What follows belongs to an exercise in optimizing a design on an open flow for a short achievable clock period and few clock cycles per item; a production flow would make more cautious choices.
Function was checked by simulation only, so behaviour that the tests miss may differ from the original.
Power is estimated from default activity; no workload was simulated.

==> garnet <==
## fcpu
module fcpu
#(
   parameter int QUEUE_DEPTH = 4
) (
   input  logic                   clk,
   input  logic                   arst_n,
   input  logic [RSV_ID_W-1:0]    rsv_id,
   input  logic                   valid,
   input  logic [1:0]             opcode,
   input  logic [DATA_W-1:0]      address,
   input  logic [DATA_W-1:0]      data,
   output logic                   ready,
   output logic [RSV_ID_W-1:0]    cdb_rsv_id,
   output logic [DATA_W-1:0]      cdb_data,
   output logic                   cdb_fault,
   output logic                   cdb_valid,
   input  logic                   cdb_ready,
   input  logic                   cfg_we,
   input  logic [1:0]             cfg_addr,
   input  logic [DATA_W-1:0]      cfg_wdata,
   output logic [DATA_W-1:0]      cfg_rdata,
   output logic [GMEM_ADDR_W-1:0] araddr,
   output logic                   arvalid,
   input  logic                   arready,
   input  logic [DATA_W-1:0]      rdata,
   input  logic [1:0]             rresp,
   input  logic                   rvalid,
   output logic                   rready,
  ...
==> flow/config.mk <==
export PLATFORM = sky130hd
export DESIGN_NAME = fcpu
export DESIGN_NICKNAME = fcpu
export VERILOG_FILES = /design/flow/design.v
export SDC_FILE = /design/flow/constraint.sdc
export NUM_CORES = 4
export LEC_CHECK = 0
export ABC_CLOCK_PERIOD_IN_PS = 2400
export CAP_MARGIN = 20
export CORE_MARGIN = 2
export CORE_UTILIZATION = 40
export SETUP_SLACK_MARGIN = 2.6
export SLEW_MARGIN = 20
export TNS_END_PERCENT = 100
==> flow/constraint.sdc <==
create_clock -name core_clock -period 5.0 [get_ports {clk}]
set_input_delay 1.0000 -clock core_clock [delete_from_list [all_inputs] [get_ports {clk}]]
set_output_delay 1.0000 -clock core_clock [all_outputs]
set_load 0.01 [all_outputs]
run.sh (not shown) runs the stock make flow with config.mk's settings and CLKGATE_MAP_FILE= SYNTH_SCRIPT=/design/flow/synth_recipe.tcl, a recipe that flattens the netlist after the stock synthesis.
==> zinc (differences from garnet) <==
--- a/flow/config.mk
+++ b/flow/config.mk
@@ -6,9 +6,11 @@
 export NUM_CORES = 4
 export LEC_CHECK = 0
 export ABC_CLOCK_PERIOD_IN_PS = 2400
 export CAP_MARGIN = 20
 export CORE_MARGIN = 2
 export CORE_UTILIZATION = 40
+export CTS_CLUSTER_DIAMETER = 100
+export CTS_CLUSTER_SIZE = 30
 export SETUP_SLACK_MARGIN = 2.6
 export SLEW_MARGIN = 20
 export TNS_END_PERCENT = 100
==> sierra (differences from garnet) <==
--- a/flow/design.v
+++ b/flow/design.v
@@ -242,22 +242,33 @@
    logic                   ready_q;
    logic                   r0_v;
    logic [RSV_ID_W-1:0]    r0_rsv;
    logic                   r0_load;
    logic                   r0_lbu;
    logic                   r0_sb;
-   logic [DATA_W-1:0]      r0_addr;
+   logic [15:0]            r0_sum_lo;   
+   logic                   r0_cy_lo;    
+   logic [15:0]            r0_sum_hi0;  
+   logic [15:0]            r0_sum_hi1;  
    logic [DATA_W-1:0]      r0_wdata;
+   logic                   r0_mis;      
+   logic                   r0_hi_gt;    
+   logic                   r0_hi_eq;    
+   logic                   r0_lo_ge;    
    logic                   r0_fault;
    logic [ROB_CW-1:0]      rob_cnt;
    logic [ROB_W-1:0]       rob_head;
    logic [ROB_W-1:0]       rob_tail;
    logic [RSV_ID_W-1:0]    rob_rsv   [ROB_DEPTH];
    logic [DATA_W-1:0]      rob_data  [ROB_DEPTH];
    logic                   rob_fault [ROB_DEPTH];
-   logic                   rob_done  [ROB_DEPTH];
+   logic [ROB_DEPTH-1:0]   rob_done;    
+   logic [ROB_DEPTH-1:0]   head_oh;     
+   logic                   rob_full;
+   logic                   bq_full;
+   logic                   f_head;      
    logic [BQ_CW-1:0]       bq_cnt;
    logic [BQ_W-1:0]        bq [BQ_D];
    logic                   fw_ld;       
    logic                   fw_st;       
    logic                   f_lbu;
    logic [1:0]             f_lane;
@@ -269,36 +280,42 @@
    logic                   w_i,  w_r,  w_b;
    logic                   c_v;
    logic [RSV_ID_W-1:0]    c_rsv;
    logic [DATA_W-1:0]      c_data;
    logic                   c_fault;
    logic                   accept;
-   logic                   in_fault;
+   logic [16:0]            in_sum_lo;
    logic                   space;
    logic                   adv;
    assign ready  = ready_q;
    assign accept = valid && ready_q;
-   assign in_fault = (!opcode[1] && (address[1:0] != 2'b00)) ||
-                     (xlat_en && (address >= seg_limit));
-   assign space = (rob_cnt != ROB_CW'(ROB_DEPTH)) && (bq_cnt != BQ_CW'(BQ_D));
+   assign in_sum_lo = {1'b0, xlat_base[15:0]} + {1'b0, address[15:0]};
+   assign space = !rob_full && !bq_full;
    assign adv   = r0_v && space;
    always_ff @(posedge clk) begin
       if (accept) begin
          r0_rsv   <= rsv_id;
          r0_load  <= !opcode[0];
          r0_lbu   <= (opcode == OP_LBU);
          r0_sb    <= (opcode == OP_SB);
-         r0_addr  <= address;
-         r0_wdata <= (opcode == OP_SB) ? {(DATA_W/8){data[7:0]}} : data;
-         r0_fault <= in_fault;
+         r0_sum_lo  <= in_sum_lo[15:0];
+         r0_cy_lo   <= in_sum_lo[16];
+         r0_sum_hi0 <= xlat_base[31:16] + address[31:16];
+         r0_sum_hi1 <= xlat_base[31:16] + address[31:16] + 16'd1;
+         r0_wdata   <= (opcode == OP_SB) ? {(DATA_W/8){data[7:0]}} : data;
+         r0_mis     <= !opcode[1] && (address[1:0] != 2'b00);
+         r0_hi_gt   <= xlat_en && (address[31:16] > seg_limit[31:16]);
+         r0_hi_eq   <= xlat_en && (address[31:16] == seg_limit[31:16]);
+         r0_lo_ge   <= (address[15:0] >= seg_limit[15:0]);
       end
    end
    logic [GMEM_ADDR_W-1:0] paddr;
    logic [BQ_W-1:0]        new_op;
    logic                   bq_push;
-   assign paddr = xlat_base + GMEM_ADDR_W'(r0_addr);
+   assign paddr    = {r0_cy_lo ? r0_sum_hi1 : r0_sum_hi0, r0_sum_lo};
+   assign r0_fault = r0_mis || r0_hi_gt || (r0_hi_eq && r0_lo_ge);
    assign new_op = {paddr[GMEM_ADDR_W-1:2],
                     r0_load,
                     r0_lbu,
                     paddr[1:0],
                     r0_wdata,
                     r0_sb ? (DATA_W/8)'(1) << paddr[1:0] : {(DATA_W/8){1'b1}},
@@ -364,30 +381,44 @@
       f_wait_n  = h_done || (f_wait && !resp_now);
       f_load_n  = h_done ? h_load : fw_ld;
       aw_done_n = !h_done && (aw_done || (awvalid && awready));
       w_done_n  = !h_done && (w_done || (wvalid && wready));
    end
    assign c_free     = !c_v || cdb_ready;
-   assign head_ready = (rob_cnt != '0) && rob_done[rob_head];
-   assign bypass     = resp_now && (f_idx == rob_head);
+   assign head_ready = |(rob_done & head_oh);
+   assign bypass     = resp_now && f_head;
    assign rob_pop    = c_free && (head_ready || bypass);
+   logic                   rob_full_n;
+   logic                   bq_full_n;
+   logic [ROB_W-1:0]       head_p1;
+   logic                   f_head_n;
    always_comb begin
-      case ({adv, rob_pop})
-         2'b10:   rob_cnt_n = rob_cnt + 1'b1;
-         2'b01:   rob_cnt_n = rob_cnt - 1'b1;
-         default: rob_cnt_n = rob_cnt;
-      endcase
-      r0_v_n = accept || (r0_v && !adv);
+      rob_cnt_n  = rob_pop ? (adv ? rob_cnt : rob_cnt - 1'b1)
+                           : (adv ? rob_cnt + 1'b1 : rob_cnt);
+      rob_full_n = !rob_pop && (rob_full || (adv && rob_cnt == ROB_CW'(ROB_DEPTH - 1)));
+      bq_full_n  = !h_done && (bq_full || (bq_push && bq_cnt == BQ_CW'(BQ_D - 1)));
+      r0_v_n     = accept || (r0_v && !adv);
+      head_p1    = rob_head + 1'b1;
+      if (h_done) begin
+         f_head_n = rob_pop ? (h_idx == head_p1) : (h_idx == rob_head);
+      end else begin
+         f_head_n = rob_pop ? (f_idx == head_p1) : (f_idx == rob_head);
+      end
    end
    always_ff @(posedge clk or negedge arst_n) begin
       if (!arst_n) begin
          ready_q  <= 1'b0;
          r0_v     <= 1'b0;
          bq_cnt   <= '0;
          rob_cnt  <= '0;
          rob_head <= '0;
+         head_oh  <= ROB_DEPTH'(1);
+         rob_full <= 1'b0;
+         bq_full  <= 1'b0;
+         f_head   <= 1'b0;
+         rob_done <= '0;
          rob_tail <= '0;
          fw_ld    <= 1'b0;
          fw_st    <= 1'b0;
          aw_done  <= 1'b0;
          w_done   <= 1'b0;
          ar_i     <= 1'b0;
@@ -398,21 +429,34 @@
          aw_b     <= 1'b0;
          w_i      <= 1'b0;
          w_r      <= 1'b0;
          w_b      <= 1'b0;
          c_v      <= 1'b0;
       end else begin
-         ready_q  <= !r0_v_n || ((rob_cnt_n != ROB_CW'(ROB_DEPTH)) && (bq_cnt_n != BQ_CW'(BQ_D)));
+         ready_q  <= !r0_v_n || (!rob_full_n && !bq_full_n);
+         rob_full <= rob_full_n;
+         bq_full  <= bq_full_n;
+         f_head   <= f_head_n;
          r0_v     <= r0_v_n;
          bq_cnt   <= bq_cnt_n;
          rob_cnt  <= rob_cnt_n;
          if (adv) begin
             rob_tail <= rob_tail + 1'b1;
          end
          if (rob_pop) begin
-            rob_head <= rob_head + 1'b1;
+            rob_head <= head_p1;
+            head_oh  <= {head_oh[ROB_DEPTH-2:0], head_oh[ROB_DEPTH-1]};
+         end
+         for (int i = 0; i < ROB_DEPTH; i++) begin
+            if (adv && rob_tail == ROB_W'(i)) begin
+               rob_done[i] <= r0_fault;
+            end else if (rob_pop && head_oh[i]) begin
+               rob_done[i] <= 1'b0;
+            end else if (resp_now && f_idx == ROB_W'(i)) begin
+               rob_done[i] <= 1'b1;
+            end
          end
          fw_ld    <= f_wait_n && f_load_n;
          fw_st    <= f_wait_n && !f_load_n;
          aw_done  <= aw_done_n;
          w_done   <= w_done_n;
          ar_i     <= hv_n && h_load_n && !f_wait_n;
@@ -449,29 +493,40 @@
    always_ff @(posedge clk) begin
       for (int i = 0; i < ROB_DEPTH; i++) begin
          if (adv && rob_tail == ROB_W'(i)) begin
             rob_rsv[i]   <= r0_rsv;
             rob_data[i]  <= '0;
             rob_fault[i] <= r0_fault;
-            rob_done[i]  <= r0_fault;
          end else if (resp_now && f_idx == ROB_W'(i)) begin
             rob_data[i]  <= resp_data;
             rob_fault[i] <= resp_fault;
-            rob_done[i]  <= 1'b1;
          end
       end
    end
+   logic [RSV_ID_W-1:0]    hd_rsv;
+   logic [DATA_W-1:0]      hd_data;
+   logic                   hd_fault;
+   always_comb begin
+      hd_rsv   = '0;
+      hd_data  = '0;
+      hd_fault = 1'b0;
+      for (int i = 0; i < ROB_DEPTH; i++) begin
+         hd_rsv   = hd_rsv   | (rob_rsv[i]  & {RSV_ID_W{head_oh[i]}});
+         hd_data  = hd_data  | (rob_data[i] & {DATA_W{head_oh[i]}});
+         hd_fault = hd_fault | (rob_fault[i] & head_oh[i]);
+      end
+   end
    always_ff @(posedge clk) begin
       if (rob_pop) begin
-         c_rsv <= rob_rsv[rob_head];
+         c_rsv <= hd_rsv;
          if (bypass) begin
             c_data  <= resp_data;
             c_fault <= resp_fault;
          end else begin
-            c_data  <= rob_data[rob_head];
-            c_fault <= rob_fault[rob_head];
+            c_data  <= hd_data;
+            c_fault <= hd_fault;
          end
       end
    end
    assign cdb_valid   = c_v;
    assign cdb_rsv_id  = c_rsv;
    assign cdb_data    = c_data;
--- a/flow/config.mk
+++ b/flow/config.mk
@@ -5,10 +5,10 @@
 export SDC_FILE = /design/flow/constraint.sdc
 export NUM_CORES = 4
 export LEC_CHECK = 0
 export ABC_CLOCK_PERIOD_IN_PS = 2400
 export CAP_MARGIN = 20
 export CORE_MARGIN = 2
-export CORE_UTILIZATION = 40
+export CORE_UTILIZATION = 60
 export SETUP_SLACK_MARGIN = 2.6
 export SLEW_MARGIN = 20
 export TNS_END_PERCENT = 100
==> results.txt <==
Of zinc and garnet, garnet has the higher setup slack (gap 0.080 ns). The lowest non-clock buffer count belongs to sierra, the highest to zinc. Of garnet and zinc, garnet has the higher wire length (gap about 1.4%, measured against zinc). Sequential power is about the same in zinc and garnet. Global-route usage, highest first: sierra, garnet, zinc. garnet passed the timing, DRC and antenna checks. zinc finished clean. sierra finished with timing, DRC and antenna clean. Utilization, highest first: sierra, garnet, zinc.
Testbench counts of garnet, summed over its fixed seeds: cycles 3,923, items 2,400.
Testbench counts of zinc, summed over its fixed seeds: cycles 3,923, items 2,400.
Testbench counts of sierra, summed over its fixed seeds: cycles 3,923, items 2,400.

==> separate check: timing with driven ports <==
In the flow no input, the clock included, has a driving cell. The finished layouts below were timed again as built, in two steps.
Step 1 assumes that a clkbuf_16 drives the clock port and a buf_2 every other input.
Step 2 times the ports against the registers' clock, not the clock port: input delays grow and output delays shrink by t, the midpoint of the rising clock arrivals with the driver on.
a / b / c = no drivers / after step 1 / after step 2; a / b = the first two.
run	t (ns)	setup slack, ns	worst setup path at the end	latest minus earliest clock arrival (ns)	worst slew at a driven data input, ns
garnet	0.742	1.597 / 1.597 / 1.277	input to register	0.037 / 0.037	0.16
zinc	0.682	1.517 / 1.517 / 1.361	input to register	0.059 / 0.060	0.16
sierra	0.696	2.078 / 1.934 / 1.411	input to register	0.017 / 0.017	0.19
After both steps every run listed still meets setup and hold. For sierra, which loses most, drivers alone change the setup slack by -0.144 ns; drivers and shift together by -0.667 ns.
